Background: an optimization exercise with open tools, aiming at small area, a short achievable clock period and few clock cycles. Do not read the settings as production practice.
At most, simulation tests tie the RTL to the original design; equivalence was not proved.
Power and IR drop assume default switching activity.

==> flow/design.v (excerpt) <==
module octree_searcher
(
  input  logic           clk,
  input  logic           rst_n,
  input  logic           start_i,
  input  octree_pkg::lod_mask_t      lod_mask_i,
  output logic           busy_o,
  output logic           done_o,
  output logic           sram_cen_o,
  output octree_pkg::addr_t          sram_addr_o,
  input  octree_pkg::word_t          sram_q_i,
  output octree_pkg::word_t          feature_o,
  output logic           feature_valid_o,
  input  logic           feature_ready_i
);
Size: about 670 cells after synthesis, ~160 I/O pins, ~0.0060 mm² of cells after synthesis.
Settings: LEC_CHECK=0, CAP_MARGIN=20, CORE_MARGIN=2, CORE_UTILIZATION=40, SETUP_SLACK_MARGIN=3.25, SLEW_MARGIN=20; clock period 6.0 ns.
standard.sh (not shown) runs the stock make flow with config.mk's settings and CLKGATE_MAP_FILE= SYNTH_SCRIPT=/design/flow/synth_recipe.tcl, a recipe that flattens the netlist after the stock synthesis.
==> flow/flow/run.sh <==
#!/bin/bash
# Standard ORFS layout, with small buffers on the ports instead of the default choice.
set -euo pipefail
export BUFFER_PORTS_ARGS="-buffer_cell sky130_fd_sc_hd__buf_2"
bash standard.sh > standard_make.log 2>&1
Then changed:
ABC_AREA = 1   (was not set)
After rerunning: The new run produced a clean layout; worst setup slack improves by 28 ps; register-to-register slack improves by 260 ps; via count rose by about 6%; sequential share of layout area rose by 1.4 points; core utilization is lower by 3.5 points; power drops by about 7%; synthesized cell count is higher by 29%; clock skew is about the same.
No functional check of the RTL was part of any run of this note.

harbor:
The RTL this note starts from:
==> flow/design.v <==
`default_nettype none
package octree_pkg;
  typedef logic [16-1:0]   addr_t;
  typedef logic [64-1:0]   word_t;
  typedef logic [3-1:0]  level_t;
  typedef logic [12-1:0]    pos_t;
  typedef logic [12-1:0]   slot_t;
  typedef logic [4-1:0] lod_mask_t;
  typedef enum logic [1:0] {WALK_IDLE, WALK_POP, WALK_READ, WALK_SCAN} walk_state_e;
  typedef enum logic [1:0] {FETCH_IDLE, FETCH_READ, FETCH_WAIT, FETCH_HOLD} fetch_state_e;
endpackage
`default_nettype wire
`timescale 1ns/1ps
`default_nettype none
import octree_pkg::*;
module octree_searcher
(
  input  logic           clk,
  input  logic           rst_n,
  input  logic           start_i,
  input  octree_pkg::lod_mask_t      lod_mask_i,
  output logic           busy_o,
  output logic           done_o,
  output logic           sram_cen_o,
  output octree_pkg::addr_t          sram_addr_o,
  input  octree_pkg::word_t          sram_q_i,
  output octree_pkg::word_t          feature_o,
  output logic           feature_valid_o,
  input  logic           feature_ready_i
);
  function automatic logic [2:0] ffs8(input logic [7:0] m);
    ffs8 = m[0] ? 3'd0 : m[1] ? 3'd1 : m[2] ? 3'd2 : m[3] ? 3'd3 :
           m[4] ? 3'd4 : m[5] ? 3'd5 : m[6] ? 3'd6 : 3'd7;
  endfunction
  logic        s_idle, s_issue, s_data, s_dec, s_adv, s_done;
  logic        qfeat_q;    
  logic [1:0]  lvl_q;      
  logic [1:0]  dep_q;      
  logic [7:0]  m0_q, m1_q, m2_q;   
  logic [7:0]  cap_q;      
  logic [9:0]  slot_q;     
  logic        fbusy_q;
  logic [7:0]  fa_q;       
  logic [7:0]  fmask_q;    
  logic [1:0]  fk_q;       
  logic        freq, ffire;
  assign freq  = fbusy_q && !s_issue && !s_idle;
  assign ffire = freq && (!qfeat_q || feature_ready_i);
  assign sram_cen_o  = qfeat_q && !feature_ready_i;
  assign sram_addr_o = (s_issue || s_idle) ? {8'b0, slot_q[9:2]} : {5'b0, 1'b1, fa_q, fk_q};
  assign feature_o       = sram_q_i;
  assign feature_valid_o = qfeat_q;
  assign busy_o          = !s_idle;
  assign done_o          = s_done && !fbusy_q && !qfeat_q;
  logic [7:0] fafter, frest;
  logic       f_last, f_accept;
  logic [2:0] fn;
  always_comb begin
    for (int j = 0; j < 8; j++) fafter[j] = (fa_q[2:0] != 3'd0) && (3'(j) >= fa_q[2:0]);
  end
  assign frest    = fmask_q & fafter;
  assign f_last   = (fk_q == 2'd3) && (frest == 8'd0);
  assign f_accept = !fbusy_q || (ffire && f_last);
  assign fn       = ffs8(frest);
  logic [15:0] lane;
  logic [7:0]  cbits, sbits;
  assign lane = sram_q_i[{slot_q[1:0], 4'b0000} +: 16];
  always_comb begin
    for (int i = 0; i < 8; i++) begin
      cbits[i] = lane[2*i];
      sbits[i] = lane[2*i+1];
    end
  end
  logic leaf, any;
  assign leaf = (dep_q == lvl_q);
  assign any  = |cap_q;
  logic [7:0] mp, mp_rest, after;
  logic       more;
  logic [2:0] n;
  always_comb begin
    for (int j = 0; j < 8; j++) after[j] = (slot_q[2:0] != 3'd0) && (3'(j) >= slot_q[2:0]);
  end
  assign mp      = (dep_q == 2'd1) ? m0_q : (dep_q == 2'd2) ? m1_q : m2_q;
  assign mp_rest = mp & after;
  assign more    = (dep_q != 2'd0) && (mp_rest != 8'd0);
  assign n       = ffs8(mp_rest);
  logic [3:0] lod_above;
  logic       has_next_lvl;
  logic [1:0] next_lvl;
  always_comb begin
    for (int i = 0; i < 4; i++) lod_above[i] = lod_mask_i[i] && (2'(i) > lvl_q);
    has_next_lvl = |lod_above;
    next_lvl = lod_above[1] ? 2'd1 : lod_above[2] ? 2'd2 : 2'd3;
  end
  logic [2:0] ic;
  logic [9:0] child_slot, sib_slot, par_slot;
  logic [6:0] lo_inc, hi_inc, hi_dec;
  always_comb begin
    lo_inc     = slot_q[6:0] + 7'd1;
    hi_inc     = slot_q[9:3] + 7'd1;
    hi_dec     = slot_q[9:3] - 7'd1;
    ic         = ffs8(cap_q);
    child_slot = {(ic == 3'd7) ? lo_inc : slot_q[6:0], 3'(ic + 3'd1)};
    sib_slot   = {(n == 3'd7) ? hi_inc : slot_q[9:3], 3'(n + 3'd1)};
    par_slot   = {3'd0, (slot_q[2:0] == 3'd0) ? hi_dec : slot_q[9:3]};
  end
  logic dec_desc, dec_hold, handoff, adv, adv_sib, adv_up, adv_end;
  assign dec_desc = s_dec && !leaf && any;
  assign dec_hold = s_dec && leaf && any && !f_accept;
  assign handoff  = s_dec && leaf && any && f_accept;
  assign adv      = s_adv || (s_dec && !dec_desc && !dec_hold);
  assign adv_sib  = adv && more;
  assign adv_up   = adv && !more && (dep_q != 2'd0);
  assign adv_end  = adv && (dep_q == 2'd0);
  logic [7:0] fa_next;
  assign fa_next = {(fn == 3'd7) ? fa_q[7:3] + 5'd1 : fa_q[7:3], 3'(fn + 3'd1)};
  always_ff @(posedge clk or negedge rst_n) begin
    if (!rst_n) begin
      s_idle    <= 1'b1;
      s_issue   <= 1'b0;
      s_data    <= 1'b0;
      s_dec     <= 1'b0;
      s_adv     <= 1'b0;
      s_done    <= 1'b0;
      qfeat_q   <= 1'b0;
      fbusy_q   <= 1'b0;
      fk_q      <= 2'd0;
      slot_q    <= 10'd0;
    end else begin
      qfeat_q <= ffire || (qfeat_q && !feature_ready_i);
      if (ffire) begin
        fk_q <= fk_q + 2'd1;
        if (f_last) fbusy_q <= 1'b0;
      end
      if (handoff) fbusy_q <= 1'b1;
      if (s_idle && start_i) begin
        s_idle <= 1'b0;
        if (lod_mask_i == 4'd0) s_done <= 1'b1;
        else s_data <= 1'b1;
      end
      if (s_issue && (!qfeat_q || feature_ready_i)) begin
        s_issue <= 1'b0;
        s_data  <= 1'b1;
      end
      if (s_data) begin
        s_data <= 1'b0;
        s_dec  <= 1'b1;
      end
      if (dec_desc) begin
        s_dec   <= 1'b0;
        s_issue <= 1'b1;
        slot_q  <= child_slot;
      end
      if (adv) begin
        s_dec <= 1'b0;
        s_adv <= adv_up;
      end
      if (adv_sib) begin
        s_issue <= 1'b1;
        slot_q  <= sib_slot;
      end
      if (adv_up) slot_q <= par_slot;
      if (adv_end) begin
        slot_q <= 10'd0;
        if (has_next_lvl) s_issue <= 1'b1;
        else s_done <= 1'b1;
      end
      if (done_o) begin
        s_done <= 1'b0;
        s_idle <= 1'b1;
      end
    end
  end
  always_ff @(posedge clk) begin
    if (s_idle && start_i) begin
      dep_q <= 2'd0;
      lvl_q <= lod_mask_i[0] ? 2'd0 : lod_mask_i[1] ? 2'd1 : lod_mask_i[2] ? 2'd2 : 2'd3;
    end
    if (s_data) cap_q <= leaf ? sbits : cbits;
    if (dec_desc) begin
      dep_q <= dep_q + 2'd1;
      case (dep_q)
        2'd0: m0_q <= cap_q;
        2'd1: m1_q <= cap_q;
        default: m2_q <= cap_q;
      endcase
    end
    if (adv_up) dep_q <= dep_q - 2'd1;
    if (adv_end) lvl_q <= next_lvl;
    if (ffire && (fk_q == 2'd3)) fa_q <= fa_next;
    if (handoff) begin
      fa_q    <= child_slot[7:0];
      fmask_q <= cap_q;
    end
  end
endmodule
`default_nettype wire
export LEC_CHECK = 0
export ABC_AREA = 1
export CAP_MARGIN = 20
export CORE_MARGIN = 2
export CORE_UTILIZATION = 55
export PLACE_DENSITY = 0.7
export SETUP_SLACK_MARGIN = 3.25
export SLEW_MARGIN = 20
create_clock -name core_clock -period 6.0 [get_ports {clk}]
==> flow/flow/run.sh <==
#!/bin/bash
# Standard ORFS layout, with small buffers on the ports and a clock tree
# without dummy balancing loads, built from larger sink clusters.
set -euo pipefail
export BUFFER_PORTS_ARGS="-buffer_cell sky130_fd_sc_hd__buf_1"
export CTS_ARGS="-sink_clustering_enable -repair_clock_nets -buf_list sky130_fd_sc_hd__clkbuf_4 -root_buf sky130_fd_sc_hd__clkbuf_8 -sink_clustering_size 40 -sink_clustering_max_diameter 100 -dont_use_dummy_load"
bash standard.sh > standard_make.log 2>&1
Testbench counts of harbor, summed over its fixed seeds: cycles 55,432.
Inputs modified between harbor and lagoon:
Settings: PLACE_DENSITY now 0.85, was 0.7; CORE_UTILIZATION now 70, was 55.
==> flow/flow/run.sh <==
#!/bin/bash
# Standard ORFS layout, with small buffers on the ports and a clock tree
# without dummy balancing loads, built from larger sink clusters.
set -euo pipefail
export BUFFER_PORTS_ARGS="-buffer_cell sky130_fd_sc_hd__buf_1"
export CTS_ARGS="-sink_clustering_enable -repair_clock_nets -buf_list sky130_fd_sc_hd__clkbuf_8 -sink_clustering_size 40 -sink_clustering_max_diameter 100 -dont_use_dummy_load"
bash standard.sh > standard_make.log 2>&1
[summary]
Higher first-pass GRT wire length goes to harbor over lagoon. On final weighted congestion of routability-driven global placement: lagoon sits above harbor. Largest driver fanout on the critical path came out exactly the same in lagoon and harbor. Having completed the whole flow, lagoon delivered a layout that passed the timing, DRC and antenna checks. Taking harbor as the reference, in lagoon post-placement cell count fell 13; combinational share of power rose 0.9 points; via count rose about 4.3%; post-route standard cell area excluding fillers about even.
--- input diff lagoon..fjord ---
Settings: CORE_UTILIZATION: 70 -> 55; PLACE_DENSITY: 0.85 -> 0.7.
--- a/flow/flow/run.sh
+++ b/flow/flow/run.sh
@@ -1,5 +1,12 @@
 #!/bin/bash
-# Standard ORFS layout, with small buffers on the ports and a clock tree
-# without dummy balancing loads, built from larger sink clusters.
+# Standard ORFS layout with three changes in how it is made:
+# - synthesis maps the logic without ABC's own gate sizing (abc_area.script beside this file
+#   replaces ORFS's area script; the timing repair later sizes what needs it),
+# - small buffers on the ports,
+# - a clock tree without dummy balancing loads.
 set -euo pipefail
+rm -rf orfs_scripts
+cp -r "$FLOW_HOME/scripts" orfs_scripts
+cp flow/abc_area.script orfs_scripts/abc_area.script
+export SCRIPTS_DIR="$PWD/orfs_scripts"
 export BUFFER_PORTS_ARGS="-buffer_cell sky130_fd_sc_hd__buf_1"
==> flow/flow/abc_area.script (new file) <==
strash
dch
map -B 0.9
topo
Findings:
Sort fjord and lagoon by worst setup slack before clock tree synthesis, descending, and fjord comes first.
fjord ends up with higher area overhead of the layout relative to synthesis than lagoon does.
Summary of fjord over lagoon: core utilization down 14 points, non-clock buffer count up 5, sum of met2 wire segment lengths after detailed routing down 310 µm.
Re full die area: fjord is about 20% up on lagoon.
fjord vs. lagoon: overall power after layout dropped 0.081 mW, area after detailed placement dropped 1.5%, wire length dropped 250 µm, effective utilization at floorplan dropped 15 points, routed via count dropped 3.7%.
## Diff of input files: cedar against fjord
Settings: PLACE_DENSITY now 0.65, was 0.7; CORE_UTILIZATION now 50, was 55.
==> flow/flow/run.sh <==
#!/bin/bash
# Standard ORFS layout, with small buffers on the ports and a clock tree
# without dummy balancing loads, built from larger sink clusters.
set -euo pipefail
export BUFFER_PORTS_ARGS="-buffer_cell sky130_fd_sc_hd__buf_1"
export CTS_ARGS="-sink_clustering_enable -repair_clock_nets -buf_list sky130_fd_sc_hd__clkbuf_8 -sink_clustering_size 40 -sink_clustering_max_diameter 100 -dont_use_dummy_load"
bash standard.sh > standard_make.log 2>&1
removed: flow/flow/abc_area.script
[summary]
Against fjord, design area in cedar came out worse.
Looking at cell at the slowest stage of the critical path, the sky130_fd_sc_hd__buf_2 result is from fjord; the sky130_fd_sc_hd__nor2_4 one comes from cedar.
In cedar, core utilization is lower than in fjord.
From fjord to cedar the numbers moved as follows: post-route clock period utilization went down by 0.70 points, detailed route wirelength on metal2 went up by 7.8%, setup slack went up by 0.042 ns.
Going from fjord to cedar, the total met3 wirelength after detailed routing was found to have gone up by about 3%.
Compared with fjord, in cedar area fraction in and, or, nand and nor cells after synthesis saw an increase, proportion of cell area spent on the clock network saw little to no change, mux cell area share after synthesis saw little to no change.
diff inputs: cedar => pepper
Settings: CORE_UTILIZATION changed from 50 to 40; PLACE_DENSITY removed (was 0.65); TNS_END_PERCENT newly set to 10.
## What came out
Per the final summary, pepper finished and its layout is clean on timing, DRC and antenna.
In the route summary, pepper ends up with a via count below that of cedar.
Wire length was lower in the run labelled pepper.
The reg-to-reg setup timing slack of pepper is higher than that of cedar.
| overall routing resource usage | pepper vs cedar | 6.2 points lower |
When pepper is measured against cedar, its share of total power consumed by net switching turns out 0.58 points lower.
After synthesis and placement, the instance count of pepper is above that of cedar.
In pepper relative to cedar, power had gone up slightly.
Going from cedar to pepper, the detailed-route wire length per cell was found to have gone down by about 7%.

Setup of rev 12:
// octree_searcher: RTL as listed in full above, without the edits since
export LEC_CHECK = 0
export ABC_AREA = 1
export CAP_MARGIN = 20
export CORE_MARGIN = 2
export CORE_UTILIZATION = 60
export PLACE_DENSITY = 0.75
export SETUP_SLACK_MARGIN = 3.25
export SLEW_MARGIN = 20
create_clock -name core_clock -period 6.0 [get_ports {clk}]
==> flow/flow/run.sh <==
#!/bin/bash
# Standard ORFS layout, with small buffers on the ports and a clock tree
# without dummy balancing loads, built from larger sink clusters.
set -euo pipefail
export BUFFER_PORTS_ARGS="-buffer_cell sky130_fd_sc_hd__buf_1"
export CTS_ARGS="-sink_clustering_enable -repair_clock_nets -buf_list sky130_fd_sc_hd__clkbuf_8 -sink_clustering_size 40 -sink_clustering_max_diameter 100 -dont_use_dummy_load"
bash standard.sh > standard_make.log 2>&1
Rev 12 | status: complete | timing, DRC, antenna: pass
Testbench counts of rev 12, summed over its fixed seeds: cycles 55,432.
> inputs changed (rev 12 -> rev 13)
Settings: SETUP_SLACK_MARGIN changed from 3.25 to 3.3; PLACE_DENSITY removed (was 0.75); CORE_UTILIZATION changed from 60 to 40.
[summary]
Per the comparison of rev 13 with rev 12, switching share of power lost 1.6 points, count of non-CTS buffers in the layout picked up an extra 15, minimum clock period after layout picked up an extra 0.012 ns. Rev 13 vs rev 12: floorplan die area up by more than a quarter. Summary of rev 13 over rev 12: maximum fanout count along the critical path was more or less identical, layout filler cell count went up by 509.

Starts from the design.v that is shown in full above.
Settings: LEC_CHECK=0, ABC_AREA=1, CAP_MARGIN=20, CORE_MARGIN=2, CORE_UTILIZATION=40, SETUP_SLACK_MARGIN=3.25, SLEW_MARGIN=20; clock period 6.0 ns.
Scripts as last shown in full above: flow/flow/run.sh
Testbench counts at the start, summed over its fixed seeds: cycles 55,432.
Change:
==> flow/flow/run.sh (replaced) <==
#!/bin/bash
# Standard ORFS layout, with small buffers on the ports and a clock tree
# without dummy balancing loads, built from larger sink clusters.
set -euo pipefail
export BUFFER_PORTS_ARGS="-buffer_cell sky130_fd_sc_hd__buf_1"
export CTS_ARGS="-sink_clustering_enable -repair_clock_nets -buf_list sky130_fd_sc_hd__clkbuf_16 -sink_clustering_size 40 -sink_clustering_max_diameter 100 -dont_use_dummy_load"
bash standard.sh > standard_make.log 2>&1
--- a/flow/config.mk
+++ b/flow/config.mk
@@ -10,3 +10,4 @@
 export CORE_MARGIN = 2
-export CORE_UTILIZATION = 40
+export CORE_UTILIZATION = 65
+export PLACE_DENSITY = 0.8
 export SETUP_SLACK_MARGIN = 3.25
=>
- cell count fell by 8.0%
- utilization rose by 28 points
- sequential power rose by about 1%
- global-route usage rose by 11 points
- total power rose by 2.7%
Change:
==> flow/flow/run.sh (replaced) <==
#!/bin/bash
# Standard ORFS layout with three changes in how it is made:
# - synthesis maps the logic for area only (abc_area.script beside this file
#   replaces ORFS's area script; the timing repair later sizes what needs it),
# - small buffers on the ports,
# - a clock tree without dummy balancing loads.
set -euo pipefail
rm -rf orfs_scripts
cp -r "$FLOW_HOME/scripts" orfs_scripts
cp flow/abc_area.script orfs_scripts/abc_area.script
export SCRIPTS_DIR="$PWD/orfs_scripts"
export BUFFER_PORTS_ARGS="-buffer_cell sky130_fd_sc_hd__buf_1"
export CTS_ARGS="-sink_clustering_enable -repair_clock_nets -buf_list sky130_fd_sc_hd__clkbuf_8 -sink_clustering_size 40 -sink_clustering_max_diameter 100 -dont_use_dummy_load"
bash standard.sh > standard_make.log 2>&1
==> flow/flow/abc_area.script (new file) <==
strash
dch
amap
topo
--- a/flow/config.mk
+++ b/flow/config.mk
@@ -10,4 +10,4 @@
 export CORE_MARGIN = 2
-export CORE_UTILIZATION = 65
-export PLACE_DENSITY = 0.8
+export CORE_UTILIZATION = 55
+export PLACE_DENSITY = 0.7
 export SETUP_SLACK_MARGIN = 3.25
First-iteration DRC count shrinks by roughly a tenth; wire length grows by about a fifth; power grows by roughly a tenth; clock-buffer cell count stays the same; setup slack is worse by 0.18 ns; hold slack is worse by 0.012 ns.
Change:
==> flow/flow/run.sh (replaced) <==
#!/bin/bash
# Standard ORFS layout, with small buffers on the ports and a clock tree
# without dummy balancing loads, built from larger sink clusters.
set -euo pipefail
export BUFFER_PORTS_ARGS="-buffer_cell sky130_fd_sc_hd__buf_1"
export CTS_ARGS="-sink_clustering_enable -repair_clock_nets -buf_list sky130_fd_sc_hd__clkbuf_8 -sink_clustering_size 40 -sink_clustering_max_diameter 100 -dont_use_dummy_load"
bash standard.sh > standard_make.log 2>&1
removed: flow/flow/abc_area.script
The changed run finished with timing, DRC and antenna clean.
Die area grows by roughly a tenth.
Non-clock buffer count shrinks by 45.
Clock power drops slightly.
Register-to-register slack is better by 0.38 ns.
Fmax goes up by a little under a tenth.
Utilization falls by 13 points.

==> separate check: timing with driven ports <==
How much do the figures lean on ideal ports? The routed layouts below were timed once more, with nothing changed but the port constraints. Step 1: set_driving_cell puts a clkbuf_16 on clk and a buf_2 on each other input, an assumption about the parent block. Step 2 moves the port delays by t, midway between the first and last clock arrival at a register: inputs arrive t later, outputs are due t later. That takes back most of the time a late clock gives input paths. a / b / c = ideal ports / drivers / drivers and shift; a / b = the first two.
run	t (ns)	setup WS [ns]	worst setup path after step 2	slew at the worst register clock pin (ns)	worst slew at a driven data input, ns
the first run of note 1	0.386	3.063 / 3.019 / 2.923	input to register	0.06 / 0.06	0.06
the second run of note 1	0.382	3.091 / 3.068 / 3.068	input to output	0.07 / 0.07	0.08
harbor	0.371	3.277 / 3.251 / 3.020	input to register	0.07 / 0.07	0.06
lagoon	0.370	3.251 / 3.228 / 3.016	input to register	0.08 / 0.08	0.05
fjord	0.375	3.191 / 3.168 / 3.110	input to register	0.08 / 0.08	0.06
cedar	0.369	3.233 / 3.197 / 3.062	input to register	0.08 / 0.08	0.05
pepper	0.370	3.158 / 3.137 / 3.019	input to register	0.09 / 0.09	0.06
rev 12	0.379	3.251 / 3.212 / 3.133	input to register	0.08 / 0.08	0.05
rev 13	0.376	3.238 / 3.206 / 3.082	input to register	0.10 / 0.10	0.05
the first run of note 4	0.376	3.251 / 3.219 / 3.081	input to register	0.10 / 0.10	0.06
the second run of note 4	0.359	3.242 / 3.211 / 3.097	input to register	0.06 / 0.06	0.04
the third run of note 4	0.377	3.062 / 3.066 / 2.689	input to register	0.08 / 0.08	0.05
the fourth run of note 4	0.371	3.277 / 3.251 / 3.020	input to register	0.07 / 0.07	0.06
After both steps every run listed still meets setup and hold. For the third run of note 4, which loses most, drivers alone change the setup slack by +0.004 ns; drivers and shift together by -0.373 ns.
